This design comes from an exercise in tuning for small area, a short achievable clock period and few clock cycles on the open sky130 flow, not from production work. Only simulation tests tie the RTL to the original design; equivalence was not proved. No activity file was given, so power comes from the tool's default toggle rates.

--- design/flow/config.mk ---
export PLATFORM = sky130hd
export DESIGN_NAME = dcache_controller
export DESIGN_NICKNAME = dcache_controller
export VERILOG_FILES = /design/flow/design.v
export SDC_FILE = /design/flow/constraint.sdc
export NUM_CORES = 4
export LEC_CHECK = 0
export CAP_MARGIN = 20
export CORE_MARGIN = 2
export CORE_UTILIZATION = 40
export SLEW_MARGIN = 20
export SYNTH_MEMORY_MAX_BITS = 16384
--- design/flow/constraint.sdc ---
create_clock -name core_clock -period 12.0 [get_ports {clk_i}]
set_input_delay 2.4000 -clock core_clock [delete_from_list [all_inputs] [get_ports {clk_i}]]
set_output_delay 2.4000 -clock core_clock [all_outputs]
set_load 0.01 [all_outputs]
--- design/flow/design.v ---
module dcache_controller #(
   parameter int NUM_LINES = 16,
   parameter int LINE_BITS = 256,
   parameter int ADDR_W    = 32
) (
   input  logic                 clk_i,
   input  logic                 rst_i,
   input  logic                 cpu_req_i,
   input  logic                 cpu_we_i,
   input  logic [ADDR_W-1:0]    cpu_addr_i,
   input  logic [31:0]          cpu_data_i,
   output logic [31:0]          cpu_data_o,
   output logic                 cpu_stall_o,
   output logic                 mem_req_o,
   output logic                 mem_we_o,
   output logic [ADDR_W-1:0]    mem_addr_o,
   output logic [LINE_BITS-1:0] mem_data_o,
   input  logic [LINE_BITS-1:0] mem_data_i,
   input  logic                 mem_ack_i
);
   localparam int OFF_W  = $clog2(LINE_BITS / 8);
   localparam int IDX_W  = $clog2(NUM_LINES);
   localparam int TAG_W  = ADDR_W - OFF_W - IDX_W;
   localparam int WORDS  = LINE_BITS / 32;
   localparam int WSEL_W = $clog2(WORDS);
   typedef enum logic [1:0] {IDLE, WRITEBACK, REFILL} state_t;
   state_t               state_q;
   logic [NUM_LINES-1:0] valid_q;
   logic [NUM_LINES-1:0] dirty_q;
   logic [TAG_W-1:0]     tag_q  [NUM_LINES];
   logic [LINE_BITS-1:0] data_q [NUM_LINES];
   logic [ADDR_W-1:0]    miss_addr_q;
   logic                 mem_req_q;
   logic                 mem_we_q;
   logic [ADDR_W-1:0]    mem_addr_q;
   logic [LINE_BITS-1:0] mem_data_q;
   logic [TAG_W-1:0]     req_tag;
   logic [TAG_W-1:0]     miss_tag;
   logic [IDX_W-1:0]     req_idx;
   logic [IDX_W-1:0]     miss_idx;
   logic [WSEL_W-1:0]    req_wsel;
   logic [LINE_BITS-1:0] req_line;
   logic [LINE_BITS-1:0] store_line;
   logic [31:0]          req_words [WORDS];
   logic                 hit;
   logic                 idle_hit;
   logic                 store_hit;
   logic                 refill_done;
   logic                 unused_bits;
   assign req_tag  = cpu_addr_i[ADDR_W-1 -: TAG_W];
   assign req_idx  = cpu_addr_i[OFF_W +: IDX_W];
   assign req_wsel = cpu_addr_i[2 +: WSEL_W];
   assign miss_tag = miss_addr_q[ADDR_W-1 -: TAG_W];
   assign miss_idx = miss_addr_q[OFF_W +: IDX_W];
   assign req_line = data_q[req_idx];
   assign hit         = cpu_req_i & valid_q[req_idx] & (tag_q[req_idx] == req_tag);
   assign idle_hit    = (state_q == IDLE) & hit;
   assign store_hit   = idle_hit & cpu_we_i;
   assign refill_done = (state_q == REFILL) & mem_ack_i;
   for (genvar gi = 0; gi < WORDS; gi++) begin : g_words
      assign req_words[gi] = req_line[gi*32 +: 32];
      assign store_line[gi*32 +: 32] = (req_wsel == WSEL_W'(gi)) ? cpu_data_i : req_line[gi*32 +: 32];
   end
   assign cpu_stall_o = cpu_req_i & ~idle_hit;
   assign cpu_data_o  = (idle_hit & ~cpu_we_i) ? req_words[req_wsel] : 32'd0;
   assign mem_req_o  = mem_req_q;
   assign mem_we_o   = mem_we_q;
   assign mem_addr_o = mem_addr_q;
   assign mem_data_o = mem_data_q;
   assign unused_bits = ^{cpu_addr_i[1:0], miss_addr_q[OFF_W-1:0]};
   always_ff @(posedge clk_i) begin
      if (refill_done) begin
         data_q[miss_idx] <= mem_data_i;
         tag_q[miss_idx]  <= miss_tag;
      end else if (store_hit) begin
         data_q[req_idx] <= store_line;
      end
   end
   always_ff @(posedge clk_i or posedge rst_i) begin
      if (rst_i) begin
         state_q     <= IDLE;
         valid_q     <= '0;
         dirty_q     <= '0;
         miss_addr_q <= '0;
         mem_req_q   <= 1'b0;
         mem_we_q    <= 1'b0;
         mem_addr_q  <= '0;
         mem_data_q  <= '0;
      end else begin
         if (store_hit) begin
            dirty_q[req_idx] <= 1'b1;
         end
         unique case (state_q)
            IDLE: begin
               if (cpu_req_i && !hit) begin
                  miss_addr_q <= cpu_addr_i;
                  mem_req_q   <= 1'b1;
                  if (valid_q[req_idx] && dirty_q[req_idx]) begin
                     state_q    <= WRITEBACK;
                     mem_we_q   <= 1'b1;
                     mem_addr_q <= {tag_q[req_idx], req_idx, {OFF_W{1'b0}}};
                     mem_data_q <= req_line;
                  end else begin
                     state_q    <= REFILL;
                     mem_we_q   <= 1'b0;
                     mem_addr_q <= {req_tag, req_idx, {OFF_W{1'b0}}};
                  end
               end
            end
            WRITEBACK: begin
               if (mem_ack_i) begin
                  state_q    <= REFILL;
                  mem_we_q   <= 1'b0;
                  mem_addr_q <= {miss_tag, miss_idx, {OFF_W{1'b0}}};
               end
            end
            REFILL: begin
               if (mem_ack_i) begin
                  state_q           <= IDLE;
                  mem_req_q         <= 1'b0;
                  valid_q[miss_idx] <= 1'b1;
                  dirty_q[miss_idx] <= 1'b0;
               end
            end
            default: state_q <= IDLE;
         endcase
      end
   end
endmodule
--- design/flow/run.sh ---
#!/bin/bash
# synth_recipe.tcl (not shown) runs the flow's synth.tcl, then flattens the netlist and writes it again
# the make line also repeats each setting of config.mk as NAME=value (left out here)
make -C /OpenROAD-flow-scripts/flow DESIGN_CONFIG=/design/flow/config.mk WORK_HOME=/design/flow/orfs CLKGATE_MAP_FILE= SYNTH_SCRIPT=/design/flow/synth_recipe.tcl finish
==> results of run 1 <==
==> placed cells by master (no fill, tap or decap), drive strengths merged, types with 11 or more instances in the layout <==
master | Yosys | routed
edfxtp | 4464 | 4464
mux4 | 1328 | 1328
clkbuf | 222 | 635
clkdlybuf4s50 | 0 | 616
mux2 | 385 | 385
dfrtp | 346 | 346
buf | 339 | 337
mux2i | 313 | 313
a21oi | 265 | 265
nand2 | 245 | 245
a31oi | 241 | 241
clkinv | 1 | 188
nor2 | 133 | 133
diode | 0 | 58
o21ai | 54 | 54
inv | 32 | 52
a22oi | 46 | 46
bufinv | 0 | 46
a221oi | 44 | 44
and3 | 27 | 27
nand3 | 27 | 27
nor3 | 24 | 24
nand2b | 21 | 21
clkinvlp | 0 | 20
xnor2 | 18 | 18
nand4 | 17 | 17
nor2b | 15 | 15
o21a | 14 | 14
a221o | 14 | 14
and2 | 13 | 13
a22o | 13 | 13
a211oi | 12 | 12
a311oi | 11 | 11
==> worst reg2reg max path, stage by stage, from the launching register on <==
cell       delay, ns
edfxtp_1        0.39
mux4_2          0.48
a22oi_1         0.18
nand2_1         0.12
xnor2_1         0.34
o2111ai_1       0.17
or4_1           0.61
nor4b_4         0.42
buf_12          0.48
buf_4           0.71
buf_4           0.67
a31oi_1         0.63
a21oi_1         1.00
==> metal layers <==
| layer | up-vias | part of all wire (%) | GRT usage, % |
|---|---|---|---|
| li1 | 38970 | - | - |
| met3 | 939 | 14 | 8.866 |
| met4 | 32 | 3.7 | 8.823 |
| met5 | - | 0.082 | 0.4800 |
| met1 | 55460 | 37 | 35.68 |
| met2 | 6909 | 45 | 38.16 |
==> through the flow <==
stage / instances / setup TNS [ns] / hold WS (ns)
final: 16390 / 0 / 0.4651
after global routing: 16340 / 0 / 0.4748
after CTS: 16320 / 0 / 0.4681
after detailed placement: 15420 / 0 / 0.4505
after global placement: 15410 / 0 / 0.4461
after floorplan: 8787 / -5398.36 / 0.4287
==> flip-flops by register name, indices dropped and copies added, names as in the netlist <==
name         cells
data_q        4096
tag_q          368
mem_data_q     256
mem_addr_q      27
miss_addr_q     27
dirty_q         16
valid_q         16
state_q          2
mem_req_q        1
mem_we_q         1
==> logic make-up after synthesis <==
logic type,synth area share [%]
DFF,74.93
muxes,19.64
AOI/OAI and AO/OA,2.527
buffers and inverters,1.395
and+or+nand+nor,1.317
xor gates and xnor gates,0.1242
adders and majority gates,0.05913
other,0.001969
==> final cells by class <==
cell class	instances	area, sq um	share of cell area, %
Sequential cell	4810	142700	64.06
Multi-Input combinational cell	3383	46050	20.67
Clock buffer	626	13190	5.921
Timing Repair Buffer	962	10010	4.494
Tap cell	6247	7816	3.509
Clock inverter	273	2716	1.219
Antenna cell	58	145.1	0.06515
Inverter	33	140.1	0.06290
==> final timing paths <==
check                                       startpoint  slack [ns]                          end  cells past startpoint
min in group asynchronous                        rst_i        1.94   mem_data_q[29]$_DFFE_PP0P_                      2
worst max register to register  tag_q[8][21]$_DFFE_PP_        5.51     data_q[4][156]$_DFFE_PP_                     12
worst max-delay path                     cpu_addr_i[6]        0.79               cpu_data_o[26]                     11
worst min-delay path            valid_q[7]$_DFFE_PP0P_        0.47       valid_q[7]$_DFFE_PP0P_                      1
worst min register to register  valid_q[7]$_DFFE_PP0P_        0.47       valid_q[7]$_DFFE_PP0P_                      1
max in group asynchronous                        rst_i        7.97  mem_data_q[138]$_DFFE_PP0P_                      4
==> power by group through the flow <==
stage	combinational [uW]	clock [uW]	sequential, uW
2_1_floorplan	2230	0	20700
3_5_place_dp	5260	0	20800
6_report	5320	15200	20500
4_1_cts	5280	15300	20500
3_3_place_gp	5190	0	20700
5_1_grt	5510	15900	20500
==> summary.md, run 1 <==
| Metric | Value |
|---|---|
| Pin count of the biggest net entering global routing | between 100 and 150 |
| CTS buffer count | 479 |
| Leakage power | 0.07113 uW |
| Logic pwr share | a little over an eighth |
| Relative slew margins | around 14% |
| Mapped Area | about 190,000 sq um |
| Peak supply drop | between 100 and 150 uV |
| Final core utilization | roughly 47% |
| Critical-path maximum fanout | 70 |
| Post-CTS Hold Buffers | 0 |
| Post-synthesis sequential area ratio | around 75% |
| Post-synthesis cell count | 8,783 |
| Power consumption | just over 40,000 uW |
| Post-CTS Setup Bufs | 0 |
| Core Box Area | approximately 470,000 sq um |
| Cell Chain, Critical Path | buf_8, buf_4, mux4_2, xor2_1, a221oi_1, o21ai_0, nor4_1, nor4b_4, nand3b_1, a21oi_1, clkdlybuf4s50_1 |
| CP endpoint kind | primary output |
| Max Clk Rate | 89.24 MHz |
| Area contributors post-synth | edfxtp_1 (70%), mux4_2 (16%), dfrtp_1 (4.5%) |
| WP data arrival | ~8.8 ns |
| Die ar. | between 400,000 and 500,000 sq um |
| DRT Wirelength | roughly 630 mm |
| Synth area leader | edfxtp_1 |
| Tmin final | roughly 11 ns |
| CTS Buffer Depth | 4 |
| Required time of the worst setup path | 9.60 ns |
| Startpoint type of the worst setup path | input pin |
| Clock power frac | around 37% |
| CTS tree | done |
| Resize count post-CTS | 0 |
| Worst-margin pin slew | 1.286 ns |
| Slew Viols, Final | 0 |
| Via count | about 100k |
| Crit path kind | in2out |
| Vias in the first global route | 98,150 |
| Fillers | 38,550 |
| Slowest stage delay, CP | ~1.3 ns |
| Yosys warns | 2 |
| DRT antenna net count | 0 |
| RD Place Congestion | 0.8642 |
| Die Width | 694.0 um |
| Post-synth EDFFs | around 4,500 |
| Run status | finished clean |
| Count leader, synth | edfxtp_1 |
| # rows | between 200 and 300 |
| Mean Syn Cell Area | 21.68 sq um |
| Post-synth top cells | edfxtp_1 (4,464), mux4_2 (1,325), mux2_2 (384) |
| P_sw | approximately 10,000 uW |
| GRT Overall Usage | 25.80% |
| I/O Buffers | 640 |
| Initial Util | about two fifths |
| Clock Latency Late Sink | around 1.1 ns |
| Internal power | 30,520 uW |
| Global-route wire length before repair | 851.4 mm |
| Min-delay worst type | reg2reg |
| Post-synth ARST share | between 7 and 8% |
| Final count of negative-setup-slack endpoints | 0 |
| Layout Nets | 10,000 |
| Share of layout cells above drive strength 1 | a little under 30% |
| Placed cell areas | 206,200 sq um |
| RSZ-0062 raised after global routing | false |
| CP top delay family | compound AO/OA/AOI/OAI gates |
| Final WS setup | around 0.79 ns |
| Total grt overflow | 0 |
| Buf+Inv Stages, Crit Path | 3 |
| Most common flop cell mapped by yosys | edfxtp_1 |
| IO Count | approximately 650 |
| DRT Pass-1 Iters | 6 |
| Final Cycle Share | 93.38% |
| DRT iter0 DRCs | around 16,000 |
| Area Overhead vs Synth | 16.98% |
| CTS clk-pin slew, worst paths | ~0.070 ns |
| CP max stage cell | a21oi_1 |
| Pre-CTS setup slack | 1.167 ns |
| Vias per cell | roughly 6.2 |
| Final hold violation count | 0 |
| Clock tree sinks | 4,810 |
| Seq pwr share | around half |
| Routed wire per std cell | a little under 40 um |
| Pwr dens | 184.0 nW/um^2 |
| Clock Skew | ~0.1 ns |
| Sw Ratio | around a quarter |
| CTS Root Cell | clkbuf_16 |
| Synth cell types | 77 |
| Max Cap Violations | 0 |
| # DRC | 0 |
| Design Area, Final | 222,800 sq um |
| Initial antenna violation count | between 90 and 100 |
| Die Ht | around 690 um |
| Share of the synthesized area in the top cell type | a little over two thirds |
| Detailed placement HPWL | 389.4 mm |
| H-Tree Depth | 5 |
| Yosys reg bits | about 4,800 |
Testbench counts, summed over its fixed seeds: cycles 67,267.
==> run 2, diff against run 1 <==
==> design/flow/design.v (replaced) <==
module dcache_controller #(
   parameter int NUM_LINES = 16,
   parameter int LINE_BITS = 256,
   parameter int ADDR_W    = 32
) (
   input  logic                 clk_i,
   input  logic                 rst_i,
   input  logic                 cpu_req_i,
   input  logic                 cpu_we_i,
   input  logic [ADDR_W-1:0]    cpu_addr_i,
   input  logic [31:0]          cpu_data_i,
   output logic [31:0]          cpu_data_o,
   output logic                 cpu_stall_o,
   output logic                 mem_req_o,
   output logic                 mem_we_o,
   output logic [ADDR_W-1:0]    mem_addr_o,
   output logic [LINE_BITS-1:0] mem_data_o,
   input  logic [LINE_BITS-1:0] mem_data_i,
   input  logic                 mem_ack_i
);
   localparam int OFF_W  = $clog2(LINE_BITS / 8);
   localparam int IDX_W  = $clog2(NUM_LINES);
   localparam int TAG_W  = ADDR_W - OFF_W - IDX_W;
   localparam int WORDS  = LINE_BITS / 32;
   localparam int WSEL_W = $clog2(WORDS);
   logic [NUM_LINES-1:0] valid_q;
   logic [NUM_LINES-1:0] dirty_q;
   logic [TAG_W-1:0]     tag_q  [NUM_LINES];
   logic [LINE_BITS-1:0] data_q [NUM_LINES];
   logic [TAG_W-1:0]     req_tag;
   logic [IDX_W-1:0]     req_idx;
   logic [WSEL_W-1:0]    req_wsel;
   logic [LINE_BITS-1:0] req_line;
   logic [LINE_BITS-1:0] wr_line;
   logic [31:0]          req_words [WORDS];
   logic [31:0]          mem_words [WORDS];
   logic [WORDS-1:0]     word_sel;
   logic                 hit;
   logic                 victim_dirty;
   logic                 refill_ack;
   logic                 wb_ack;
   logic                 store_hit;
   logic                 unused_bits;
   assign req_tag  = cpu_addr_i[ADDR_W-1 -: TAG_W];
   assign req_idx  = cpu_addr_i[OFF_W +: IDX_W];
   assign req_wsel = cpu_addr_i[2 +: WSEL_W];
   assign req_line = data_q[req_idx];
   assign hit          = cpu_req_i & valid_q[req_idx] & (tag_q[req_idx] == req_tag);
   assign victim_dirty = valid_q[req_idx] & dirty_q[req_idx];
   assign refill_ack   = cpu_req_i & mem_ack_i & ~victim_dirty;
   assign wb_ack       = cpu_req_i & mem_ack_i & victim_dirty;
   assign store_hit    = hit & cpu_we_i;
   for (genvar gi = 0; gi < WORDS; gi++) begin : g_words
      assign word_sel[gi]  = (req_wsel == WSEL_W'(gi));
      assign req_words[gi] = req_line[gi*32 +: 32];
      assign mem_words[gi] = mem_data_i[gi*32 +: 32];
      assign wr_line[gi*32 +: 32] = (cpu_we_i & word_sel[gi]) ? cpu_data_i : mem_words[gi];
   end
   assign cpu_stall_o = cpu_req_i & ~hit & ~refill_ack;
   assign cpu_data_o  = mem_ack_i ? mem_words[req_wsel] : req_words[req_wsel];
   assign mem_req_o   = cpu_req_i & ~hit;
   assign mem_we_o    = victim_dirty;
   assign mem_addr_o  = {(victim_dirty ? tag_q[req_idx] : req_tag), req_idx, {OFF_W{1'b0}}};
   assign mem_data_o  = req_line;
   assign unused_bits = ^cpu_addr_i[1:0];
   for (genvar li = 0; li < NUM_LINES; li++) begin : g_lines
      for (genvar wi = 0; wi < WORDS; wi++) begin : g_wr
         always_ff @(posedge clk_i) begin
            if (req_idx == IDX_W'(li) && (refill_ack || (store_hit && word_sel[wi])))
               data_q[li][wi*32 +: 32] <= wr_line[wi*32 +: 32];
         end
      end
      always_ff @(posedge clk_i) begin
         if (req_idx == IDX_W'(li) && refill_ack)
            tag_q[li] <= req_tag;
      end
   end
   always_ff @(posedge clk_i or posedge rst_i) begin
      if (rst_i) begin
         valid_q <= '0;
         dirty_q <= '0;
      end else begin
         if (refill_ack) begin
            valid_q[req_idx] <= 1'b1;
            dirty_q[req_idx] <= cpu_we_i;
         end else if (wb_ack) begin
            dirty_q[req_idx] <= 1'b0;
         end else if (store_hit) begin
            dirty_q[req_idx] <= 1'b1;
         end
      end
   end
endmodule
==> run 2 against run 1 <==
Clock skew down 0.044 ns. Sequential share of layout area is 1.5 points higher. Synthesized cell count grew 16%. Sequential power shrank 14%. Die area fell by 9.3%. Design area fell by 7.6%. Clock power decreased by 11%. Largest power group unchanged. Largest cell class unchanged. Non-clock buffer count grew 347. First-iteration DRC count rose by 54%.
==> summary.md, run 2 <==
| Metric | Value |
|---|---|
| Run status | finished clean |
| Clock Skew | 0.05350 ns (-0.04384 ns) |
| CTS buffer count | 436 (-9.0%) |
| Post-CTS Hold Buffers | 0 (unchanged) |
| Post-synth ARST share | 0.7117% (-6.5 points) |
| Max Cap Violations | 0 (unchanged) |
| Post-synth EDFFs | 4,464 (unchanged) |
| Post-synthesis sequential area ratio | 78.13% (+3.2 points) |
| Design Area, Final | 205,800 sq um (-7.6%) |
| Max FFs per register | 4,096 (unchanged) |
| Reg with most FFs | data_q |
| Relative slew margins | 7.343% (-6.5 points) |
| Area Overhead vs Synth | 19.22% |
| RSZ-0062 raised after global routing | false |
| Layout Nets | 11,520 (+15%) |
| Final hold violation count | 0 (unchanged) |
| Placed cell areas | 191,600 sq um (-7.1%) |
| Post-synth top cells | edfxtp_1 (4,464), a22oi_1 (1,036), clkbuf_1 (437) |
| CTS tree | done |
| CTS Buffer Depth | 4 (unchanged) |
| Tmin final | 11.17 ns (-0.03368 ns) |
| Count leader, synth | edfxtp_1 |
| Peak supply drop | 136.7 uV (-7.0%) |
| Slew Viols, Final | 0 (unchanged) |
| Area contributors post-synth | edfxtp_1 (78%), a22oi_1 (4.5%), mux2_2 (1.8%) |
| IO Count | 648 (unchanged) |
| # rows | 241 (-4.7%) |
| Synth cell types | 76 (-1.3%) |
| Fillers | 35,700 (-7.4%) |
| Core Box Area | 430,300 sq um (-9.3%) |
| WP data arrival | 8.77 ns (-0.04 ns) |
| Clock tree sinks | 4,496 (-6.5%) |
| Routed wire per std cell | 45.25 um (+17%) |
| Leakage power | 0.06445 uW (-9.4%) |
| Die Width | 660.9 um (-4.8%) |
| DRT Pass-1 Iters | 9 (+3) |
| Vias per cell | 6.824 (+9.3%) |
| DRT Wirelength | 784.9 mm (+24%) |
| Yosys reg bits | 4,496 (-6.5%) |
| Die Ht | 660.9 um (-4.8%) |
| Yosys warns | 5 (+3) |
| Initial antenna violation count | 109 (+20%) |
| Final Cycle Share | 93.10% (-0.28 points) |
| Share of the synthesized area in the top cell type | 77.67% (+7.3 points) |
| Pwr dens | 168.7 nW/um^2 (-8.3%) |
| Detailed placement HPWL | 509.5 mm (+31%) |
| Mean Syn Cell Area | 16.92 sq um (-22%) |
| Tightest hold margin | 0.4647 ns (-0.0003790 ns) |
| I/O Buffers | 640 (unchanged) |
| Post-CTS Setup Bufs | 0 (unchanged) |
| Die ar. | 436,700 sq um (-9.3%) |
| Share of layout cells above drive strength 1 | 16.19% (-13 points) |
| Pin count of the biggest net entering global routing | 87 (-26%) |
| CP endpoint kind | primary output |
| Mapped Area | 172,600 sq um (-9.4%) |
| Initial Util | 40.11% (about the same) |
| Min-delay worst type | reg2reg |
| DRT iter0 DRCs | 24,740 (+54%) |
| H-Tree Depth | 5 (unchanged) |
| Via count | 118,400 (+16%) |
| GRT Overall Usage | 34.84% (+9.0 points) |
| Most frequent cells in the layout | edfxtp_1 (4,464), a22oi_1 (1,036), clkdlybuf4s50_1 (628) |
| Final count of negative-setup-slack endpoints | 0 (unchanged) |
| Biggest regs | data_q: 4096 flops, tag_q: 368 flops |
| Critical-path maximum fanout | 27 (-61%) |
| RD Place Congestion | 1.009 (+17%) |
| DRT antenna net count | 0 (unchanged) |
| Crit path kind | in2out |
| Most common flop cell mapped by yosys | edfxtp_1 |
| Post-synthesis cell count | 10,200 (+16%) |
| Vias in the first global route | 107,200 (+9.2%) |
| Clock Latency Late Sink | 1.03 ns (-0.02 ns) |
| Resize count post-CTS | 0 (unchanged) |
| # DRC | 0 (unchanged) |
| Global-route wire length before repair | 1014 mm (+19%) |
| Most common cell after layout, fill and taps aside | edfxtp_1 |
| Max Clk Rate | 89.51 MHz (+0.30%) |
| Worst-margin pin slew | 1.387 ns (+0.1003 ns) |
| CTS Root Cell | clkbuf_16 |
| Final setup TNS | 0 ns (unchanged) |
| Required time of the worst setup path | 9.60 ns (about the same) |
| Startpoint type of the worst setup path | input pin |
| CTS clk-pin slew, worst paths | 0.06 ns (about the same) |
| Synth area leader | edfxtp_1 |
| Final core utilization | 47.82% (+0.87 points) |
| Total grt overflow | 0 (unchanged) |
==> run 2: power breakdown <==
part / total (uW) / internal (uW) / switching [uW]
clock: 13600 / 7510 / 6070
sequential: 17600 / 17500 / 57.9
combinational: 3530 / 992 / 2540
total: 34700 / 26000 / 8670
==> run 2: layer usage <==
layer	global-route usage, %	routed length (um)	part of all wire, %	vias to the layer above
met5	0	422	0.054	-
met4	23.29	63260	8.1	60
met3	12.31	123500	16	2255
met2	50.88	335500	43	11380
met1	43.67	262200	33	60250
li1	-	-	-	44430
==> run 2: worst paths after layout <==
| check | slack [ns] | endpoint | start | cells past startpoint |
|---|---|---|---|---|
| min reg2reg | 0.46 | valid_q[4]$_DFFE_PP0P_ | valid_q[4]$_DFFE_PP0P_ | 1 |
| max in group asynchronous | 9.89 | valid_q[6]$_DFFE_PP0P_ | rst_i | 3 |
| min in group asynchronous | 1.79 | dirty_q[6]$_DFFE_PP0P_ | rst_i | 3 |
| min | 0.46 | valid_q[4]$_DFFE_PP0P_ | valid_q[4]$_DFFE_PP0P_ | 1 |
| max reg2reg | 5.92 | data_q[14][97]$_DFFE_PP_ | tag_q[10][5]$_DFFE_PP_ | 11 |
| max | 0.83 | cpu_data_o[5] | cpu_addr_i[5] | 15 |
==> run 2: worst max-delay path: stages <==
cell             delay [ns]
clkdlybuf4s50_1        0.71
inv_1                  0.34
ha_4                   0.44
buf_4                  0.44
and3b_4                0.87
buf_4                  0.39
a22oi_1                0.10
nand3_1                0.11
nor3_1                 0.07
nor2_1                 0.38
buf_4                  0.26
mux4_2                 0.44
mux2i_1                0.18
a21oi_1                0.81
clkdlybuf4s50_1        0.72
==> run 2: cell families (layout without fill, tap and decap cells) <==
group                      after synthesis  in the layout  synth area share, %
DFF                                   4496           4496                78.13
AOI/OAI and AO/OA                     3008           3008                12.99
and+or+nand+nor                       1416           1416                3.773
buffers and inverters                  812           2158                1.866
muxes                                  459            459                3.178
adders and majority gates                5              5              0.03625
xor gates and xnor gates                 5              5              0.02537
other                                    1             89             0.002173
==> run 2: metrics by stage <==
stage	cells	setup WS, ns	power, uW
6_report	17350	0.8282	34710
3_3_place_gp	16460	1.171	21230
3_5_place_dp	16460	1.160	21270
2_1_floorplan	10210	3.524	19080
4_1_cts	17260	1.134	34490
5_1_grt	17280	0.9291	35230
==> run 2: layout make-up <==
type	instances	area (sq um)	share of cell area (%)
Tap cell	5710	7144	3.472
Timing Repair Buffer	1309	12960	6.297
Sequential cell	4496	134800	65.54
Inverter	50	207.7	0.1009
Antenna cell	84	210.2	0.1022
Multi-Input combinational cell	4898	36480	17.73
Clock inverter	266	2580	1.254
Clock buffer	533	11340	5.510
Testbench counts of run 2, summed over its fixed seeds: cycles 53,109.
==> run 3, diff against run 2 <==
--- a/design/flow/design.v
+++ b/design/flow/design.v
@@ -36,4 +36,5 @@
    logic [31:0]          mem_words [WORDS];
    logic [WORDS-1:0]     word_sel;
+   logic [NUM_LINES-1:0] line_match;
    logic                 hit;
    logic                 victim_dirty;
@@ -46,5 +47,8 @@
    assign req_wsel = cpu_addr_i[2 +: WSEL_W];
    assign req_line = data_q[req_idx];
-   assign hit          = cpu_req_i & valid_q[req_idx] & (tag_q[req_idx] == req_tag);
+   for (genvar li = 0; li < NUM_LINES; li++) begin : g_match
+      assign line_match[li] = valid_q[li] & (tag_q[li] == req_tag);
+   end
+   assign hit          = cpu_req_i & line_match[req_idx];
    assign victim_dirty = valid_q[req_idx] & dirty_q[req_idx];
    assign refill_ack   = cpu_req_i & mem_ack_i & ~victim_dirty;
--- a/design/flow/config.mk
+++ b/design/flow/config.mk
@@ -9,4 +9,5 @@
 export CORE_MARGIN = 2
 export CORE_UTILIZATION = 40
+export SETUP_SLACK_MARGIN = 4
 export SLEW_MARGIN = 20
 export SYNTH_MEMORY_MAX_BITS = 16384
==> run 3 against run 2 <==
Clock-buffer cell count up 2. Critical endpoint is now cpu_data_o[18]. Synthesized cell count up 3.2%. Total power up 3.3%. Non-clock buffer count up 632. Design area up 8.1%. Still clean on timing, DRC and antenna. Highest routed layer unchanged. Sequential share of layout area down 4.9 points.
==> summary.md, run 3 <==
| Metric | Value |
|---|---|
| Max FFs per register | 4,096 (unchanged) |
| Initial antenna violation count | 127 (+17%) |
| Cells after DPL | 16,950 (+3.0%) |
| DRT antenna net count | 0 (unchanged) |
| Post-synthesis cell count | 10,530 (+3.2%) |
| Clock Latency Late Sink | 1.05 ns (+0.02 ns) |
| Flop-to-flop setup slack | 6.16 ns (+0.24 ns) |
| Vias in the first global route | 117,100 (+9.2%) |
| Slowest stage delay, CP | 0.93 ns (+0.06 ns) |
| Core Box Area | 438,400 sq um (+1.9%) |
| Via count | 132,700 (+12%) |
| Tmin final | 8.648 ns (-2.524 ns) |
| I/O Buffers | 640 (unchanged) |
| R2r startpoint | tag_q[9][5]$_DFFE_PP_ |
| Synth area leader | edfxtp_1 |
| Post-synth ARST share | 0.7117% (unchanged) |
| RD Place Congestion | 1.025 (+1.5%) |
| Buf+Inv Stages, Crit Path | 5 (-1) |
| Post-CTS Hold Buffers | 0 (unchanged) |
| Leakage power | 0.07151 uW (+11%) |
| Cell Chain, Critical Path | buf_4, inv_2, buf_4, nor2_2, o211ai_1, nand3_2, a222oi_1, o31ai_2, buf_6, buf_12 |
| Synth cell types | 82 (+7.9%) |
| Total grt overflow | 0 (unchanged) |
| DRT iter0 DRCs | 29,850 (+21%) |
| CP top delay family | simple AND/OR/NAND/NOR gates |
| Share of layout cells above drive strength 1 | 24.24% (+8.1 points) |
| Tightest hold margin | 0.4944 ns (+0.02968 ns) |
| H-Tree Depth | 5 (unchanged) |
| Startpoint type of the worst setup path | input pin |
| Layout Nets | 12,460 (+8.1%) |
| Clock Skew | 0.03996 ns (-0.01354 ns) |
| Mean Syn Cell Area | 16.74 sq um (-1.0%) |
| RSZ-0062 raised after global routing | true |
| Area Overhead vs Synth | 26.17% |
| Relative slew margins | 5.775% (-1.6 points) |
| CTS Buffer Depth | 4 (unchanged) |
| Required time of the worst setup path | 9.60 ns (about the same) |
| Global-route wire length before repair | 1171 mm (+16%) |
| Max Clk Rate | 115.6 MHz (+29%) |
| Power consumption | 35,850 uW (+3.3%) |
| # DRC | 0 (unchanged) |
| Final Cycle Share | 72.06% (-21 points) |
| Most frequent cells in the layout | edfxtp_1 (4,464), a22oi_1 (830), buf_4 (756) |
| Routed wire per std cell | 50.32 um (+11%) |
| CTS clk-pin slew, worst paths | 0.06 ns (about the same) |
| Most common flop cell mapped by yosys | edfxtp_1 |
| CP max stage cell | nor2_2 |
| Biggest regs | data_q: 4096 flops, tag_q: 368 flops |
| Clock tree sinks | 4,496 (unchanged) |
| Post-synth top cells | edfxtp_1 (4,464), a22oi_1 (865), nor2_1 (516) |
| Crit path top cell by count | buf_4 |
| R2R cell count | 12 (+1) |
| CTS Root Cell | clkbuf_16 |
| Area contributors post-synth | edfxtp_1 (76%), a22oi_1 (3.7%), mux2_2 (2.0%) |
| Die Width | 667.7 um (+1.0%) |
| Final hold violation count | 0 (unchanged) |
| DRT Pass-1 Iters | 15 (+6) |
| GRT Overall Usage | 40.09% (+5.3 points) |
| # rows | 243 (+0.83%) |
| Crit path kind | in2out |
| Vias per cell | 7.169 (+5.1%) |
| Worst-margin pin slew | 1.409 ns (+0.02220 ns) |
| Final count of negative-setup-slack endpoints | 0 (unchanged) |
| RR Endpoint | data_q[15][170]$_DFFE_PP_ |
| Run status | finished clean |
| Post-synthesis sequential area ratio | 76.52% (-1.6 points) |
| Initial Util | 40.19% (+0.085 points) |
| CTS tree | done |
| Pin count of the biggest net entering global routing | 82 (-5.7%) |
| Setup crit start | cpu_addr_i[4] |
| Count leader, synth | edfxtp_1 |
| Final setup TNS | 0 ns (unchanged) |
| Min-delay worst type | reg2reg |
| Worst setup path endpoint | cpu_data_o[18] |
| Detailed placement HPWL | 562.5 mm (+10%) |
| Final non-filler cell total | 18,520 (+6.7%) |
| Die ar. | 445,900 sq um (+2.1%) |
| Most common cell after layout, fill and taps aside | edfxtp_1 |
| Die Ht | 667.7 um (+1.0%) |
| Yosys warns | 5 (unchanged) |
| Max Cap Violations | 0 (unchanged) |
| CP endpoint kind | primary output |
| Slew Viols, Final | 0 (unchanged) |
| Share of the synthesized area in the top cell type | 76.07% (-1.6 points) |
| Post-synth EDFFs | 4,464 (unchanged) |
| Mapped Area | 176,200 sq um (+2.1%) |
| IO Count | 648 (unchanged) |
| CTS buffer count | 436 (unchanged) |
| CP Depth | 10 (-5) |
| Pwr dens | 161.2 nW/um^2 (-4.4%) |
| Yosys reg bits | 4,496 (unchanged) |
| Reg with most FFs | data_q |
| Peak supply drop | 142.6 uV (+4.3%) |
| WP data arrival | 6.25 ns (-2.52 ns) |
| Critical-path maximum fanout | 23 (-15%) |
| Worst Min Path Start | dirty_q[7]$_DFFE_PP0P_ |
| DRT Wirelength | 931.7 mm (+19%) |
==> run 3: cell count changes after synthesis, moves of 78 or more <==
cell	previous run	this run
xor2_1	0	273
buf_2	99	318
a22oi_1	1036	865
a21oi_1	388	229
clkbuf_1	437	312
a41oi_1	1	106
xnor2_1	5	98
nor2_1	429	516
nand3_1	209	131
==> run 3: cells by family after synthesis <==
group / after synthesis / share of synthesized area (%)
AO/OA/AOI/OAI: 2863 / 12.56
XOR/XNOR: 371 / 1.844
adder cells (fa/ha/maj): 5 / 0.03550
buffers and inverters: 812 / 2.019
flip-flops: 4496 / 76.52
multiplexers: 482 / 3.082
other: 1 / 0.002128
AND/OR/NAND/NOR: 1496 / 3.933
==> run 3: per-layer routing <==
| layer | GRT usage (%) | vias up | wire length [um] |
|---|---|---|---|
| met5 | 1.715 | - | 1558 |
| met4 | 33.76 | 81 | 101300 |
| met3 | 20.50 | 3919 | 170800 |
| met2 | 54.08 | 15420 | 368600 |
| met1 | 46.94 | 66360 | 289500 |
| li1 | - | 46970 | - |
==> run 3: layout make-up <==
cell class	count	area (sq um)
fillers	35480	216100
flip-flops and latches	4496	134800
multi-input cells	5235	43440
repair buffers	1941	22290
clock buffers	535	11410
well taps	5880	7357
clock inverters	275	2571
diodes	137	342.8
inverters	17	92.59
==> run 3: through the flow <==
step                      setup slack (ns)  instance area [sq um]  utilization [%]
final                                3.352                 222300            50.71
after global routing                 3.553                 222100            50.66
after CTS                            3.666                 218300            49.80
after detailed placement            0.8104                 194200            44.30
after global placement              0.7636                 193900            44.23
after floorplan                      4.309                 176200                -
==> run 3: report_power, final <==
group | internal [uW] | switching, uW | total, uW
clock | 7650 | 6200 | 13800
combinational | 1380 | 3090 | 4470
sequential | 17500 | 63.3 | 17500
total | 26500 | 9350 | 35800
==> run 3: worst min-delay path by stage <==
stage	to	slack, ns	cells past startpoint
2_1_floorplan	valid_q[0]$_DFFE_PP0P_	0.45	1
3_3_place_gp	dirty_q[7]$_DFFE_PP0P_	0.48	1
3_5_place_dp	dirty_q[7]$_DFFE_PP0P_	0.47	1
4_1_cts	dirty_q[7]$_DFFE_PP0P_	0.49	1
5_1_grt	dirty_q[7]$_DFFE_PP0P_	0.50	1
6_report	dirty_q[7]$_DFFE_PP0P_	0.49	1
==> run 3: timing repair <==
| item | in CTS | in global routing |
|---|---|---|
| buffers inserted | 395 | 137 |
| gates cloned | 69 | 19 |
| pin swaps | 223 | 256 |
| endpoints found under the setup margin | 399 | 166 |
| resized for setup | 1070 | 430 |
Testbench counts of run 3, summed over its fixed seeds: cycles 53,109.
==> run 4, diff against run 3 <==
--- a/design/flow/config.mk
+++ b/design/flow/config.mk
@@ -9,4 +9,6 @@
 export CORE_MARGIN = 2
 export CORE_UTILIZATION = 40
+export CTS_CLUSTER_DIAMETER = 60
+export CTS_CLUSTER_SIZE = 25
 export SETUP_SLACK_MARGIN = 4
 export SLEW_MARGIN = 20
==> run 4 against run 3 <==
Critical endpoint is now cpu_data_o[31]. Flip-flop and latch count did not move. Sequential share of layout area rose by 1.2 points. Fmax increased by 0.39%. Still clean. Critical path depth grew 2. Global-route usage shrank 0.16 points. Worst hold slack better by 0.0063 ns. Clock-buffer cell count shrank 229. Cell count down 1.7%. Total power down 7.8%. Register-to-register slack improved by 0.03 ns.
==> summary.md, run 4 <==
| Metric | Value |
|---|---|
| Run status | finished clean |
| I/O Buffers | 640 (unchanged) |
| Count leader, synth | edfxtp_1 |
| Area of the multi-input gates | 43,280 sq um (-0.36%) |
| Mapped Area | 176,200 sq um (unchanged) |
| Routed wire per std cell | 51.22 um (+1.8%) |
| Synth area leader | edfxtp_1 |
| Reg with most FFs | data_q |
| Pwr dens | 151.7 nW/um^2 (-5.9%) |
| Max FFs per register | 4,096 (unchanged) |
| H-Tree Depth | 5 (unchanged) |
| Post-synthesis sequential area ratio | 76.52% (unchanged) |
| Core Box Area | 438,400 sq um (unchanged) |
| Biggest regs | data_q: 4096 flops, tag_q: 368 flops |
| RSZ-0062 raised after global routing | true |
| Max Cap Violations | 0 (unchanged) |
| Post-synth top cells | edfxtp_1 (4,464), a22oi_1 (865), nor2_1 (516) |
| Vias in the first global route | 115,300 (-1.5%) |
| Share of the synthesized area in the top cell type | 76.07% (unchanged) |
| CTS buffer count | 283 (-35%) |
| Via count | 132,800 (+0.035%) |
| Area contributors post-synth | edfxtp_1 (76%), a22oi_1 (3.7%), mux2_2 (2.0%) |
| R2R cell count | 12 (unchanged) |
| Pin count of the biggest net entering global routing | 74 (-9.8%) |
| Final hold violation count | 0 (unchanged) |
| Fillers | 35,870 (+1.1%) |
| Required time of the worst setup path | 9.60 ns (about the same) |
| CTS Root Cell | clkbuf_16 |
| Total grt overflow | 0 (unchanged) |
| Clock Latency Late Sink | 1.05 ns (about the same) |
| Peak supply drop | 127.6 uV (-11%) |
| Slew Viols, Final | 0 (unchanged) |
| Final count of negative-setup-slack endpoints | 0 (unchanged) |
| DRT iter0 DRCs | 30,830 (+3.3%) |
| DRT Wirelength | 932.3 mm (about the same) |
| Cell Chain, Critical Path | buf_4, buf_4, inv_4, buf_6, nor2_4, a221oi_1, nor2_1, o221a_2, a221o_1, a221o_2, o32a_1, buf_2 |
| Worst-margin pin slew | 1.370 ns (-0.03883 ns) |
| Tmin final | 8.614 ns (-0.03324 ns) |
| Final Cycle Share | 71.79% (-0.28 points) |
| Mean Syn Cell Area | 16.74 sq um (unchanged) |
| Yosys warns | 5 (unchanged) |
| Design Area, Final | 217,900 sq um (-2.0%) |
| Most common cell after layout, fill and taps aside | edfxtp_1 |
| Global-route wire length before repair | 1165 mm (-0.49%) |
| Area Overhead vs Synth | 23.66% |
| Post-synth EDFFs | 4,464 (unchanged) |
| IO Count | 648 (unchanged) |
| CTS clk-pin slew, worst paths | 0.08 ns (+0.02 ns) |
| Register Area | 134,800 sq um (unchanged) |
| RD Place Congestion | 1.025 (unchanged) |
| Layout Nets | 12,310 (-1.2%) |
| Critical-path maximum fanout | 24 (+4.3%) |
| Share of layout cells above drive strength 1 | 23.62% (-0.62 points) |
| Post-synth ARST share | 0.7117% (unchanged) |
| Crit path top cell by count | buf_4 |
| Post-synthesis cell count | 10,530 (unchanged) |
| CP endpoint kind | primary output |
| Worst Min Path Start | dirty_q[7]$_DFFE_PP0P_ |
| Crit path kind | in2out |
| Most common flop cell mapped by yosys | edfxtp_1 |
| Vias per cell | 7.296 (+1.8%) |
| CP max stage cell | buf_6 |
| Clock tree sinks | 4,496 (unchanged) |
| Final non-filler cell total | 18,200 (-1.7%) |
| Max Clk Rate | 116.1 MHz (+0.39%) |
| Detailed placement HPWL | 562.5 mm (unchanged) |
| CTS Buffer Depth | 4 (unchanged) |
| Relative slew margins | 8.372% (+2.6 points) |
| RR Endpoint | data_q[0][165]$_DFFE_PP_ |
| Min-delay worst type | reg2reg |
| Yosys reg bits | 4,496 (unchanged) |
| Die ar. | 445,900 sq um (unchanged) |
| Power consumption | 33,060 uW (-7.8%) |
| Most frequent cells in the layout | edfxtp_1 (4,464), a22oi_1 (843), buf_4 (800) |
| # DRC | 0 (unchanged) |
| Flop-to-flop setup slack | 6.19 ns (+0.03 ns) |
| Die Width | 667.7 um (unchanged) |
| Clock Skew | 0.06965 ns (+0.02969 ns) |
| # rows | 243 (unchanged) |
| Die Ht | 667.7 um (unchanged) |
| Min-Delay Endpoint | dirty_q[7]$_DFFE_PP0P_ |
| Cells after DPL | 16,950 (unchanged) |
| GRT Overall Usage | 39.93% (-0.16 points) |
| R2r startpoint | tag_q[9][13]$_DFFE_PP_ |
| DRT Pass-1 Iters | 13 (-2) |
| Slowest stage delay, CP | 0.48 ns (-0.45 ns) |
| Synth cell types | 82 (unchanged) |
| DRT antenna net count | 0 (unchanged) |
| Final setup TNS | 0 ns (unchanged) |
| Placed cell areas | 194,200 sq um (unchanged) |
| Hold Crit Depth | 1 (unchanged) |
| Leakage power | 0.06969 uW (-2.5%) |
| Startpoint type of the worst setup path | input pin |
| Initial Util | 40.19% (unchanged) |
| Initial antenna violation count | 141 (+11%) |
| CTS tree | done |
| WP data arrival | 6.21 ns (-0.04 ns) |
-- run 4: cell counts after synthesis --
Identical to the previous run, type by type.
-- run 4: area by class of cell --
cell class / instances / area share, %
Clock buffer: 306 / 3.338
Clock inverter: 191 / 1.163
Inverter: 17 / 0.04306
Multi-Input combinational cell: 5236 / 19.86
Sequential cell: 4496 / 61.88
Antenna cell: 135 / 0.1550
Tap cell: 5880 / 3.376
Timing Repair Buffer: 1941 / 10.19
-- run 4: timing repair --
item                                    CTS  global route
endpoints found under the hold margin     0             0
gates cloned                             67            21
hold buffers                              0             0
pin swaps                               190           244
endpoints found under the setup margin  465           169
setup buffers                           397           136
gates resized for setup                 965           497
-- run 4: worst max path at each step --
stage / start / end / slack [ns] / cells after the start
after CTS: cpu_addr_i[6] / cpu_data_o[31] / 3.65 / 16
final: cpu_addr_i[3] / cpu_data_o[31] / 3.39 / 12
after detailed placement: cpu_addr_i[6] / cpu_data_o[27] / 0.81 / 15
after global placement: cpu_addr_i[6] / cpu_data_o[27] / 0.76 / 15
after global routing: cpu_addr_i[6] / cpu_data_o[31] / 3.47 / 15
after floorplan: cpu_addr_i[5] / cpu_data_o[28] / 4.31 / 13
-- run 4: critical path, delay by kind of cell --
kind	cells	cell delay, ns
AOI/OAI and AO/OA	5	2.13
buffers and inverters	5	1.46
and+or+nand+nor	2	0.13
-- run 4: report_power, final --
group / switching, uW / internal [uW]
combinational: 3090 / 1360
sequential: 63.1 / 17400
clock: 5970 / 5130
-- run 4: stage by stage --
step | hold WS, ns | util [%] | worst slack, ns
finish | 0.5007 | 49.71 | 3.386
global route | 0.5051 | 49.65 | 3.470
CTS | 0.4976 | 48.75 | 3.648
detailed placement | 0.4735 | 44.30 | 0.8104
floorplan | 0.4490 | - | 4.309
global placement | 0.4844 | 44.23 | 0.7636
-- run 4: cells by family (layout without fill, tap and decap cells) --
group                      after synthesis  in the layout  share of synthesized area [%]
DFF                                   4496           4496                          76.52
AOI/OAI and AO/OA                     2863           2863                          12.56
and+or+nand+nor                       1496           1508                          3.933
buffers and inverters                  812           2455                          2.019
muxes                                  482            484                          3.082
xor gates and xnor gates               371            371                          1.844
adders and majority gates                5              5                        0.03550
other                                    1            140                       0.002128
-- run 4: metal layers --
layer | global-route usage [%] | share of wire [%] | wire length [um] | up-vias
li1 | - | - | - | 46510
met1 | 47.07 | 31 | 289700 | 66540
met2 | 54.14 | 40 | 371000 | 15670
met3 | 20.01 | 18 | 170900 | 3985
met4 | 33.01 | 11 | 99460 | 89
met5 | 1.172 | 0.14 | 1315 | -
==> run 5, diff against run 4 <==
==> design/flow/flow/run.sh (new file) <==
#!/bin/bash
# The standard layout (standard.sh, standard synthesis unchanged) with two changes:
#  - port buffers are plain buf_2 cells instead of the default delay buffers;
#  - CTS uses larger sink clusters and no dummy loads (clock tree cells only,
#    the same tree for every register).
set -euo pipefail
export BUFFER_PORTS_ARGS="-buffer_cell sky130_fd_sc_hd__buf_2"
export CTS_ARGS="-sink_clustering_enable -repair_clock_nets -dont_use_dummy_load -sink_clustering_size 25 -sink_clustering_max_diameter 60"
bash standard.sh > standard_make.log 2>&1
==> design/flow/standard.sh (new file) <==
#!/bin/bash
# synth_recipe.tcl (not shown) runs the flow's synth.tcl, then flattens the netlist and writes it again
# the make line also repeats each setting of config.mk as NAME=value (left out here)
make -C /OpenROAD-flow-scripts/flow DESIGN_CONFIG=/design/flow/config.mk WORK_HOME=/design/flow/orfs CLKGATE_MAP_FILE= SYNTH_SCRIPT=/design/flow/synth_recipe.tcl "${@:-finish}"
--- a/design/flow/config.mk
+++ b/design/flow/config.mk
@@ -9,6 +9,4 @@
 export CORE_MARGIN = 2
 export CORE_UTILIZATION = 40
-export CTS_CLUSTER_DIAMETER = 60
-export CTS_CLUSTER_SIZE = 25
 export SETUP_SLACK_MARGIN = 4
 export SLEW_MARGIN = 20
removed: design/flow/run.sh
==> run 5 against run 4 <==
Register-to-register slack about the same. Clock skew rose by 0.065 ns. Die area did not move. Largest cell class unchanged. Largest power group unchanged. Highest routed layer unchanged.
==> summary.md, run 5 <==
| Metric | Value |
|---|---|
| Crit path kind | in2out |
| Max Clk Rate | 115.3 MHz (-0.66%) |
| Slew Viols, Final | 0 (unchanged) |
| Detailed placement HPWL | 556.8 mm (-1.0%) |
| Critical-path maximum fanout | 13 (-46%) |
| CTS Root Cell | clkbuf_16 |
| Leakage power | 0.06651 uW (-4.6%) |
| RR Endpoint | data_q[3][36]$_DFFE_PP_ |
| Pwr dens | 146.4 nW/um^2 (-3.5%) |
| Pin count of the biggest net entering global routing | 70 (-5.4%) |
| GRT Overall Usage | 39.44% (-0.49 points) |
| Min-delay worst type | reg2reg |
| # rows | 243 (unchanged) |
| Area Overhead vs Synth | 19.05% |
| Initial Util | 40.19% (unchanged) |
| CP max stage cell | o211ai_1 |
| Met2 usage | 53.32% (-0.82 points) |
| Share of the synthesized area in the top cell type | 76.07% (unchanged) |
| Die Ht | 667.7 um (unchanged) |
| Peak supply drop | 116.0 uV (-9.1%) |
| RSZ-0062 raised after global routing | true |
| Setup crit start | cpu_addr_i[6] |
| Tightest hold margin | 0.5100 ns (+0.009286 ns) |
| Post-synthesis sequential area ratio | 76.52% (unchanged) |
| Routed wire per std cell | 51.65 um (+0.83%) |
| Flop-to-flop setup slack | 6.18 ns (about the same) |
| Die Width | 667.7 um (unchanged) |
| Count leader, synth | edfxtp_1 |
| Synth area leader | edfxtp_1 |
| Share of layout cells above drive strength 1 | 25.76% (+2.1 points) |
| Via count | 130,500 (-1.7%) |
| Busiest grt layer | met2 |
| Most common cell after layout, fill and taps aside | edfxtp_1 |
| Mean Syn Cell Area | 16.74 sq um (unchanged) |
| Worst-margin pin slew | 1.347 ns (-0.02295 ns) |
| Run status | finished clean |
| RD Place Congestion | 1.025 (about the same) |
| CTS clk-pin slew, worst paths | 0.07 ns (about the same) |
| Post-synthesis cell count | 10,530 (unchanged) |
| CP Depth | 17 (+5) |
| Mapped Area | 176,200 sq um (unchanged) |
| CP top delay family | compound AO/OA/AOI/OAI gates |
| IO Count | 648 (unchanged) |
| Post-synth top cells | edfxtp_1 (4,464), a22oi_1 (865), nor2_1 (516) |
| # DRC | 0 (unchanged) |
| Post-synth ARST share | 0.7117% (unchanged) |
| Tmin final | 8.671 ns (+0.05708 ns) |
| WP data arrival | 6.27 ns (+0.06 ns) |
| R2r startpoint | tag_q[9][5]$_DFFE_PP_ |
| Yosys warns | 5 (unchanged) |
| Total grt overflow | 0 (unchanged) |
| Buf+Inv Stages, Crit Path | 8 (+3) |
| R2R cell count | 11 (-1) |
| Cell Chain, Critical Path | buf_16, clkinvlp_4, buf_6, buf_12, ha_4, buf_4, and3b_4, buf_12, buf_16, a22oi_1, o2111a_1, a31oi_4, o21ai_4, a21boi_1, o211ai_1, o31a_1, buf_2 |
| Final core utilization | 47.85% (-1.9 points) |
| Yosys reg bits | 4,496 (unchanged) |
| Vias in the first global route | 113,500 (-1.5%) |
| Reg with most FFs | data_q |
| Area contributors post-synth | edfxtp_1 (76%), a22oi_1 (3.7%), mux2_2 (2.0%) |
| CTS tree | done |
| Final count of negative-setup-slack endpoints | 0 (unchanged) |
| Die ar. | 445,900 sq um (unchanged) |
| DRT iter0 DRCs | 31,210 (+1.3%) |
| H-Tree Depth | 5 (unchanged) |
| Synth cell types | 82 (unchanged) |
| Power consumption | 30,720 uW (-7.1%) |
| Vias per cell | 7.319 (+0.32%) |
| Most common flop cell mapped by yosys | edfxtp_1 |
| Final Cycle Share | 72.26% (+0.48 points) |
| Startpoint type of the worst setup path | input pin |
| Final setup TNS | 0 ns (unchanged) |
| Biggest regs | data_q: 4096 flops, tag_q: 368 flops |
| CTS Buffer Depth | 4 (unchanged) |
| Final hold violation count | 0 (unchanged) |
| Core Box Area | 438,400 sq um (unchanged) |
| Layout Nets | 12,120 (-1.5%) |
| DRT Wirelength | 921.0 mm (-1.2%) |
| CTS buffer count | 269 (-4.9%) |
| Required time of the worst setup path | 9.60 ns (about the same) |
| Global-route wire length before repair | 1148 mm (-1.5%) |
| Most frequent cells in the layout | edfxtp_1 (4,464), a22oi_1 (838), buf_4 (701) |
| Max FFs per register | 4,096 (unchanged) |
| Clock Skew | 0.1345 ns (+0.06481 ns) |
| Clock Latency Late Sink | 1.08 ns (+0.03 ns) |
| Relative slew margins | 9.975% (+1.6 points) |
| CP endpoint kind | primary output |
| Slowest stage delay, CP | 0.78 ns (+0.30 ns) |
| I/O Buffers | 640 (unchanged) |
| Initial antenna violation count | 132 (-6.4%) |
| M3 GR Usage | 20.54% (+0.53 points) |
| Post-synth EDFFs | 4,464 (unchanged) |
| Worst setup path endpoint | cpu_data_o[16] |
| Post-CTS Hold Buffers | 0 (unchanged) |
| Met1 GRT Util | 46.16% (-0.91 points) |
| DRT antenna net count | 0 (unchanged) |
| DRT Pass-1 Iters | 10 (-3) |
| Clock tree sinks | 4,496 (unchanged) |
| Max Cap Violations | 0 (unchanged) |
[run 5: cell count changes in the layout (fill, tap and decap cells not counted), moves of 32 or more]
cell             change
clkinv_8            -36
dlygate4sd2_1       -43
buf_4               -99
buf_12              -49
clkdlybuf4s50_1    -473
diode_2             +32
dlymetal6s2s_1      -65
buf_2              +591
[run 5: kinds of logic (layout without fill, tap and decap cells)]
kind of cell / Yosys count / count (layout) / share of synthesized area (%)
other: 1 / 172 / 0.002128
buffers and inverters: 812 / 2060 / 2.019
adders and majority gates: 5 / 5 / 0.03550
xor gates and xnor gates: 371 / 371 / 1.844
muxes: 482 / 482 / 3.082
and+or+nand+nor: 1496 / 1503 / 3.933
AOI/OAI and AO/OA: 2863 / 2863 / 12.56
DFF: 4496 / 4496 / 76.52
[run 5: area by class of cell]
cell class	instances	area, sq um
fillers	36700	228600
flip-flops and latches	4496	134800
multi-input cells	5229	42880
repair buffers	1774	17440
well taps	5880	7357
clock buffers	269	6731
diodes	167	417.9
inverters	17	117.6
[run 5: worst min path at each step]
stage | from | to | slack, ns | depth (start not counted)
2_1_floorplan | valid_q[0]$_DFFE_PP0P_ | valid_q[0]$_DFFE_PP0P_ | 0.45 | 1
3_3_place_gp | dirty_q[6]$_DFFE_PP0P_ | dirty_q[6]$_DFFE_PP0P_ | 0.49 | 1
3_5_place_dp | valid_q[12]$_DFFE_PP0P_ | valid_q[12]$_DFFE_PP0P_ | 0.49 | 1
4_1_cts | valid_q[12]$_DFFE_PP0P_ | valid_q[12]$_DFFE_PP0P_ | 0.51 | 1
5_1_grt | dirty_q[14]$_DFFE_PP0P_ | dirty_q[14]$_DFFE_PP0P_ | 0.53 | 1
6_report | dirty_q[14]$_DFFE_PP0P_ | dirty_q[14]$_DFFE_PP0P_ | 0.51 | 1
[run 5: power by group]
| group | leakage, uW | internal [uW] | switching (uW) |
|---|---|---|---|
| clock network | 0.00332 | 4000 | 5070 |
| registers | 0.0406 | 17500 | 59.0 |
| logic | 0.0226 | 1110 | 3030 |
| total | 0.0665 | 22600 | 8160 |
[run 5: routing by layer]
metal | routed length [um] | vias to the layer above | share of wire [%]
li1 | - | 45860 | -
met1 | 284300 | 65800 | 31
met2 | 363600 | 15060 | 39
met3 | 172800 | 3731 | 19
met4 | 98770 | 70 | 11
met5 | 1446 | - | 0.16
[run 5: repair_timing]
item,CTS,global route
gates resized for setup,790,241
buffers inserted,337,137
pin swaps,206,185
endpoints found under the setup margin,314,37
cloned,60,18
[run 5: stage by stage]
step                instance area (sq um)  cells  worst slack, ns
floorplan                          176200  10530            4.309
global placement                   189900  16820            1.440
detailed placement                 190300  16840            1.431
CTS                                206300  17500            3.565
global route                       209600  17740            3.492
finish                             209800  17830            3.329
==> run 6, diff against run 5 <==
--- a/design/flow/design.v
+++ b/design/flow/design.v
@@ -36,5 +36,4 @@
    logic [31:0]          mem_words [WORDS];
    logic [WORDS-1:0]     word_sel;
-   logic [NUM_LINES-1:0] line_match;
    logic                 hit;
    logic                 victim_dirty;
@@ -47,8 +46,5 @@
    assign req_wsel = cpu_addr_i[2 +: WSEL_W];
    assign req_line = data_q[req_idx];
-   for (genvar li = 0; li < NUM_LINES; li++) begin : g_match
-      assign line_match[li] = valid_q[li] & (tag_q[li] == req_tag);
-   end
-   assign hit          = cpu_req_i & line_match[req_idx];
+   assign hit          = cpu_req_i & valid_q[req_idx] & (tag_q[req_idx] == req_tag);
    assign victim_dirty = valid_q[req_idx] & dirty_q[req_idx];
    assign refill_ack   = cpu_req_i & mem_ack_i & ~victim_dirty;
--- a/design/flow/config.mk
+++ b/design/flow/config.mk
@@ -9,5 +9,5 @@
 export CORE_MARGIN = 2
 export CORE_UTILIZATION = 40
-export SETUP_SLACK_MARGIN = 4
+export SETUP_SLACK_MARGIN = 3.5
 export SLEW_MARGIN = 20
 export SYNTH_MEMORY_MAX_BITS = 16384
==> run 6 against run 5 <==
Via count fell by 7.9%. Sequential share of layout area grew 3.4 points. Design area fell by 5.0%. Clock-buffer cell count rose by 46. Clock skew decreased by 0.0017 ns. Clock power is 7.3% higher. First-iteration DRC count down 17%. Area after synthesis is 2.1% lower. Synthesized cell count fell by 3.1%.
==> summary.md, run 6 <==
| Metric | Value |
|---|---|
| Post-synth EDFFs | 4,464 (unchanged) |
| Layout Nets | 11,460 (-5.4%) |
| Tmin final | 8.833 ns (+0.1612 ns) |
| CTS tree | done |
| RR Endpoint | data_q[4][177]$_DFFE_PP_ |
| Via count | 120,200 (-7.9%) |
| I/O Buffers | 640 (unchanged) |
| Min-delay worst type | reg2reg |
| RD Place Congestion | 0.9939 (-3.0%) |
| Cells after DPL | 16,310 (-3.1%) |
| Die ar. | 436,700 sq um (-2.0%) |
| Final Cycle Share | 73.60% (+1.3 points) |
| Final hold violation count | 0 (unchanged) |
| Reg with most FFs | data_q |
| Share of layout cells above drive strength 1 | 22.36% (-3.4 points) |
| Area Overhead vs Synth | 15.51% |
| Die Width | 660.9 um (-1.0%) |
| Post-synth ARST share | 0.7117% (unchanged) |
| Initial antenna violation count | 145 (+9.8%) |
| Worst Min Path Start | valid_q[8]$_DFFE_PP0P_ |
| # DRC | 0 (unchanged) |
| Startpoint type of the worst setup path | input pin |
| Vias in the first global route | 107,100 (-5.7%) |
| Synth cell types | 76 (-7.3%) |
| Global-route wire length before repair | 1036 mm (-9.8%) |
| Biggest regs | data_q: 4096 flops, tag_q: 368 flops |
| Slew Viols, Final | 0 (unchanged) |
| Clock power frac | 31.6% (+2.1 points) |
| DRT iter0 DRCs | 26,020 (-17%) |
| Slowest stage delay, CP | 0.95 ns (+0.17 ns) |
| Max FFs per register | 4,096 (unchanged) |
| P_sw | 7802 uW (-4.4%) |
| Crit path kind | in2out |
| Final non-filler cell total | 16,960 (-4.9%) |
| Die Ht | 660.9 um (-1.0%) |
| Cell Chain, Critical Path | buf_4, inv_6, nor2_2, buf_4, a221oi_1, o22ai_1, o211ai_1, o31ai_1, buf_4, buf_2 |
| Max Clk Rate | 113.2 MHz (-1.8%) |
| Core Box Area | 430,300 sq um (-1.9%) |
| Post-synthesis sequential area ratio | 78.13% (+1.6 points) |
| GRT Overall Usage | 35.79% (-3.6 points) |
| # rows | 241 (-0.82%) |
| CTS Buffer Depth | 4 (unchanged) |
| Pre-CTS setup slack | 1.298 ns (-0.1332 ns) |
| DRT Wirelength | 810.5 mm (-12%) |
| Clock Latency Late Sink | 1.02 ns (-0.06 ns) |
| Crit path top cell by count | buf_4 |
| H-Tree Depth | 5 (unchanged) |
| CTS Root Cell | clkbuf_16 |
| Detailed placement HPWL | 506.2 mm (-9.1%) |
| R2r startpoint | tag_q[2][5]$_DFFE_PP_ |
| Most frequent cells in the layout | edfxtp_1 (4,464), a22oi_1 (1,030), buf_2 (633) |
| Post-synthesis cell count | 10,200 (-3.1%) |
| Final WS setup | 3.167 ns (-0.1612 ns) |
| IO Count | 648 (unchanged) |
| Share of the synthesized area in the top cell type | 77.67% (+1.6 points) |
| Leakage power | 0.06260 uW (-5.9%) |
| Sw Ratio | 25.32% (-1.2 points) |
| Total grt overflow | 0 (unchanged) |
| Max Cap Violations | 0 (unchanged) |
| Post-synth top cells | edfxtp_1 (4,464), a22oi_1 (1,036), clkbuf_1 (437) |
| Yosys reg bits | 4,496 (unchanged) |
| WP data arrival | 6.43 ns (+0.16 ns) |
| Seq pwr share | 57.0% (about the same) |
| CP max stage cell | nor2_2 |
| CTS clk-pin slew, worst paths | 0.06 ns (about the same) |
| Hold Crit Depth | 1 (unchanged) |
| R2R cell count | 13 (+2) |
| DRT antenna net count | 0 (unchanged) |
| Pin count of the biggest net entering global routing | 87 (+24%) |
| Worst-margin pin slew | 1.314 ns (-0.03326 ns) |
| Vias per cell | 7.090 (-3.1%) |
| Mean Syn Cell Area | 16.92 sq um (+1.0%) |
| CTS buffer count | 315 (+17%) |
| Internal power | 23,020 uW (+2.0%) |
| Critical-path maximum fanout | 39 (+26) |
| CP endpoint kind | primary output |
| Relative slew margins | 12.41% (+2.4 points) |
| Initial Util | 40.11% (-0.085 points) |
| RSZ-0062 raised after global routing | true |
| Post-CTS Hold Buffers | 0 (unchanged) |
| Run status | finished clean |
| Routed wire per std cell | 47.80 um (-7.4%) |
| DRT Pass-1 Iters | 7 (-3) |
| Peak supply drop | 112.1 uV (-3.3%) |
| Power consumption | 30,820 uW (+0.31%) |
| Logic pwr share | 11.4% (-2.1 points) |
| Pwr dens | 154.6 nW/um^2 (+5.6%) |
| Min-Delay Endpoint | valid_q[8]$_DFFE_PP0P_ |
| Required time of the worst setup path | 9.60 ns (about the same) |
| Final setup TNS | 0 ns (unchanged) |
| Flop-to-flop setup slack | 6.13 ns (-0.05 ns) |
| Most common flop cell mapped by yosys | edfxtp_1 |
| Final count of negative-setup-slack endpoints | 0 (unchanged) |
| Clock Skew | 0.1327 ns (-0.001734 ns) |
| Mapped Area | 172,600 sq um (-2.1%) |
| Most common cell after layout, fill and taps aside | edfxtp_1 |
| Synth area leader | edfxtp_1 |
| Count leader, synth | edfxtp_1 |
| Clock tree sinks | 4,496 (unchanged) |
| Yosys warns | 5 (unchanged) |
| Area contributors post-synth | edfxtp_1 (78%), a22oi_1 (4.5%), mux2_2 (1.8%) |
run 6: changes by cell type in the layout (fill, tap and decap cells not counted), sizes merged, moves of 82 or more:
cell,delta
buf,-376
nor2,-88
a41oi,-106
xnor2,-93
xor2,-273
a21oi,+151
a22oi,+171
nand3,+82
run 6: layer usage:
metal / wire length (um) / GRT usage (%) / vias up
met2: 339200 / 50.80 / 12190
met4: 72150 / 25.98 / 54
met1: 263200 / 44.09 / 61380
met5: 369 / 0.09973 / -
li1: - / - / 43970
met3: 135600 / 14.47 / 2615
run 6: layout make-up:
type                            count  area, sq um
Antenna cell                      113        282.8
Clock buffer                      315         7883
Fill cell                       36400       230900
Inverter                           50        225.2
Multi-Input combinational cell   4908        38000
Sequential cell                  4496       134800
Tap cell                         5710         7144
Timing Repair Buffer             1363        10980
run 6: per-stage QoR:
stage | instance area [sq um] | hold WS [ns] | util (%)
finish | 199400 | 0.4579 | 46.33
global route | 199200 | 0.4682 | 46.29
CTS | 198000 | 0.4583 | 46.02
detailed placement | 186700 | 0.4451 | 43.39
global placement | 186600 | 0.4393 | 43.37
floorplan | 172600 | 0.4233 | -
run 6: timing repair:
| action | CTS | global route |
|---|---|---|
| endpoints found under the setup margin | 3112 | 34 |
| cloned | 19 | 6 |
| gates resized for setup | 356 | 104 |
| buffers inserted | 148 | 40 |
| pin swaps | 38 | 34 |
run 6: worst max path at each step:
stage                        startpoint             end  depth (start not counted)
after floorplan           cpu_addr_i[5]  cpu_data_o[30]                         18
after global placement    cpu_addr_i[5]   cpu_data_o[1]                         14
after detailed placement  cpu_addr_i[5]   cpu_data_o[1]                         14
after CTS                 cpu_addr_i[6]   cpu_data_o[1]                         18
after global routing      cpu_addr_i[6]     cpu_stall_o                         18
final                     cpu_addr_i[4]  cpu_data_o[31]                         10
run 6: power by group through the flow:
stage | Combinational (uW) | Sequential, uW | Clock [uW]
3_5_place_dp | 3040 | 17900 | 0
4_1_cts | 3230 | 17600 | 9660
3_3_place_gp | 3010 | 17900 | 0
6_report | 3510 | 17600 | 9730
5_1_grt | 3430 | 17600 | 10200
2_1_floorplan | 1170 | 17900 | 0
run 6: worst max-delay path: cells and delay by family:
family / cells / cell delay (ns)
AOI/OAI and AO/OA: 4 / 1.34
and+or+nand+nor: 1 / 0.95
buffers and inverters: 5 / 1.62
run 6: logic make-up (layout without fill, tap and decap cells):
family	after synthesis	count (layout)	synth area share [%]
XOR/XNOR	5	5	0.02537
other	1	118	0.002173
AND/OR/NAND/NOR	1416	1426	3.773
buffers and inverters	812	1728	1.866
adder cells (fa/ha/maj)	5	5	0.03625
multiplexers	459	459	3.178
AO/OA/AOI/OAI	3008	3008	12.99
flip-flops	4496	4496	78.13
Testbench counts of run 6, summed over its fixed seeds: cycles 53,109.

[separate check: timing with driven ports]
The flow's constraints put no driver on any port. The routed layouts listed below were extracted and timed again, unchanged, in two steps. Step 1, drivers: a clkbuf_16 drives clk_i and a buf_2 each remaining input, both assumed. Step 2 also shifts input and output timing later by t, the mid clock arrival at the registers, as if the neighbouring blocks saw the same clock. Slacks: no drivers / after step 1 / after step 2; pairs: no drivers / after step 1.
| run | t (ns) | setup slack, ns | hold WS [ns] | latest minus earliest clock arrival (ns) | cell pins on the clock port's net |
|---|---|---|---|---|---|
| run 1 | 1.131 | 0.795 / 0.746 / 0.746 | 0.465 / 0.465 / 0.465 | 0.098 / 0.098 | 1 |
| run 2 | 1.142 | 0.828 / 0.805 / 0.805 | 0.465 / 0.465 / 0.465 | 0.076 / 0.076 | 1 |
| run 3 | 1.167 | 3.352 / 3.173 / 3.173 | 0.494 / 0.494 / 0.494 | 0.045 / 0.045 | 1 |
| run 4 | 1.147 | 3.386 / 3.232 / 3.232 | 0.501 / 0.501 / 0.501 | 0.069 / 0.069 | 1 |
| run 5 | 1.110 | 3.329 / 2.992 / 2.992 | 0.510 / 0.510 / 0.510 | 0.134 / 0.134 | 1 |
| run 6 | 1.073 | 3.167 / 3.085 / 2.829 | 0.458 / 0.458 / 0.458 | 0.132 / 0.133 | 1 |
After both steps every run listed still meets setup and hold. The setup slack of run 6, which loses most, moves by -0.082 ns with the drivers and by -0.338 ns with both steps.
